Context: an optimization exercise on an open-source flow, tuned for small area, a short achievable clock period and few clock cycles per item. The choices shown serve that exercise and are no tape-out recipe. Function was checked by simulation only, so behaviour that the tests miss may differ from the original. Power is estimated from default activity; no workload was simulated.

== run 1 ==
// bounded_fifo_with_keyed_removal_core
module bounded_fifo_with_keyed_removal_core #(
    parameter int DEPTH = 16
) (
    input  logic                              clk,
    input  logic                              rst_n,
    input  logic                              in_valid,
    output logic                              in_ready,
    input  logic [1:0]                        req_type,
    input  logic [bfkr_pkg::FIELD_W-1:0]      proc_num,
    input  logic [bfkr_pkg::FIELD_W-1:0]      arrival_time,
    input  logic [bfkr_pkg::FIELD_W-1:0]      cpu_time,
    input  logic [bfkr_pkg::FIELD_W-1:0]      search_key,
    input  logic                              cfg_valid,
    output logic                              cfg_ready,
    input  logic [bfkr_pkg::LIMIT_W-1:0]      queue_limit,
    output logic                              out_valid,
    input  logic                              out_ready,
    output logic                              status,
    output logic [bfkr_pkg::FIELD_W-1:0]      out_proc_num,
    output logic [bfkr_pkg::FIELD_W-1:0]      out_arrival_time,
    output logic [bfkr_pkg::FIELD_W-1:0]      out_cpu_time,
    output logic                              queue_empty,
    output logic [bfkr_pkg::COUNT_OUT_W-1:0]  record_count
);
clock: 5.5 ns
lec_check: 0
cap_margin: 20
core_margin: 2
core_utilization: 55
cts_cluster_diameter: 100
cts_cluster_size: 30
setup_slack_margin: 2.7
slew_margin: 20
run.sh (not shown) runs the stock make flow with config.mk's settings and CLKGATE_MAP_FILE= SYNTH_SCRIPT=/design/flow/synth_recipe.tcl, a recipe that flattens the netlist after the stock synthesis.
Testbench counts of run 1, summed over its fixed seeds: cycles 4,044, items 4,000.
Changes in run 2 relative to run 1:
# run 1
export LEC_CHECK = 0
export CAP_MARGIN = 20
export CORE_MARGIN = 2
export CORE_UTILIZATION = 55
export CTS_CLUSTER_DIAMETER = 100
export CTS_CLUSTER_SIZE = 30
export SETUP_SLACK_MARGIN = 2.7
export SLEW_MARGIN = 20
create_clock -name core_clock -period 5.5 [get_ports {clk}]
# run 2
export LEC_CHECK = 0
export CAP_MARGIN = 20
export CORE_MARGIN = 2
export CORE_UTILIZATION = 60
export CTS_CLUSTER_DIAMETER = 100
export CTS_CLUSTER_SIZE = 30
export SETUP_SLACK_MARGIN = 2.9
export SLEW_MARGIN = 20
create_clock -name core_clock -period 5.5 [get_ports {clk}]
### Flow results
- Clock skew ended up 0.0056 ns higher on run 2 than on run 1.
- Run 1 → run 2: core utilization went up by 6.2 points, layout overhead on the synthesized area has increased, portion of total power attributed to combinational logic went up by 2.4 points.
- Sequential power essentially unchanged between run 2 and run 1.
- Looking at number of inserted filler cells in the final layout across run 2 and run 1, the one that comes out lower is run 2.
> inputs changed (run 2 -> run 3)
# run 2
export LEC_CHECK = 0
export CAP_MARGIN = 20
export CORE_MARGIN = 2
export CORE_UTILIZATION = 60
export CTS_CLUSTER_DIAMETER = 100
export CTS_CLUSTER_SIZE = 30
export SETUP_SLACK_MARGIN = 2.9
export SLEW_MARGIN = 20
create_clock -name core_clock -period 5.5 [get_ports {clk}]
# run 3
export LEC_CHECK = 0
export CAP_MARGIN = 20
export CORE_MARGIN = 2
export CORE_UTILIZATION = 55
export CTS_CLUSTER_DIAMETER = 100
export CTS_CLUSTER_SIZE = 30
export SETUP_SLACK_MARGIN = 3.0
export SLEW_MARGIN = 20
create_clock -name core_clock -period 5.5 [get_ports {clk}]
==> comparison <==
Diff run 2..run 3 | cell count after synthesis | unchanged. Relative to run 2, the shortest period the worst path allows of run 3 is lower by 0.14 ns. Run 3 gives more share of final-layout standard cells stronger than drive strength 1 than run 2 did. In the metrics for run 3 and run 2, the one carrying the higher final worst-path setup slack is run 3. Measured against each other, run 3 and run 2 differ in combinational share of power, the higher figure coming from run 3. Between run 3 and run 2, the post-route clock period utilization is higher for run 2. Run 3: number of antenna cells inserted lower than run 2.


Starting RTL as in the previous note.
// bounded_fifo_with_keyed_removal_core
module bounded_fifo_with_keyed_removal_core #(
    parameter int DEPTH = 16
) (
    input  logic                              clk,
    input  logic                              rst_n,
    input  logic                              in_valid,
    output logic                              in_ready,
    input  logic [1:0]                        req_type,
    input  logic [bfkr_pkg::FIELD_W-1:0]      proc_num,
    input  logic [bfkr_pkg::FIELD_W-1:0]      arrival_time,
    input  logic [bfkr_pkg::FIELD_W-1:0]      cpu_time,
    input  logic [bfkr_pkg::FIELD_W-1:0]      search_key,
    input  logic                              cfg_valid,
    output logic                              cfg_ready,
    input  logic [bfkr_pkg::LIMIT_W-1:0]      queue_limit,
    output logic                              out_valid,
    input  logic                              out_ready,
    output logic                              status,
    output logic [bfkr_pkg::FIELD_W-1:0]      out_proc_num,
    output logic [bfkr_pkg::FIELD_W-1:0]      out_arrival_time,
    output logic [bfkr_pkg::FIELD_W-1:0]      out_cpu_time,
    output logic                              queue_empty,
    output logic [bfkr_pkg::COUNT_OUT_W-1:0]  record_count
);
    localparam int FW = bfkr_pkg::FIELD_W;
  ...
clock: 5.5 ns
lec_check: 0
abc_clock_period_in_ps: 4500
cap_margin: 20
core_margin: 2
core_utilization: 55
cts_cluster_diameter: 100
cts_cluster_size: 30
setup_slack_margin: 2.9
slew_margin: 20
The baseline went through all stages and came out clean.
Testbench counts at the start, summed over its fixed seeds: cycles 4,044, items 4,000.
Then changed:
- ABC_CLOCK_PERIOD_IN_PS: 4500 -> 3000
First-iteration DRC count stays the same.
Maximum frequency stays the same.
Register-to-register slack hardly moves.
Then changed:
- ABC_CLOCK_PERIOD_IN_PS: 3000 -> unset
- TNS_END_PERCENT: unset -> 30
What happened: Routed wire length shrinks by 2.1%. Worst setup slack loses 84 ps. Cell area is about the same. Fmax shrinks by 3.0%. Flip-flop and latch count stays the same. Clock power grows by about 2%. Register-to-register slack loses 120 ps. Sequential power grows by about 1%.

## afterwards: timing with drivers on the ports
The results above use ideal ports. As a check the final layouts listed here were re-extracted and re-timed, cells and wires unchanged. Step 1: set_driving_cell puts a clkbuf_16 on clk and a buf_2 on each other input, an assumption about the parent block. Step 2 times the ports against the registers' clock, not the clock port: input delays grow and output delays shrink by t, the midpoint of the rising clock arrivals with the driver on. Slacks: no drivers / after step 1 / after step 2; pairs: no drivers / after step 1.
run	t, ns	slack for setup (ns)	worst slew at a driven data input, ns
run 1	0.696	2.655 / 2.631 / 2.051	0.11
run 2	0.686	2.695 / 2.695 / 2.177	0.14
run 3	0.708	2.839 / 2.772 / 2.209	0.10
the first run of note 2	0.702	2.804 / 2.750 / 2.249	0.13
the second run of note 2	0.702	2.804 / 2.750 / 2.249	0.13
the third run of note 2	0.708	2.720 / 2.720 / 2.108	0.10
After both steps every run listed still meets setup and hold. The setup slack of run 3, which loses most, moves by -0.067 ns with the drivers and by -0.630 ns with both steps.
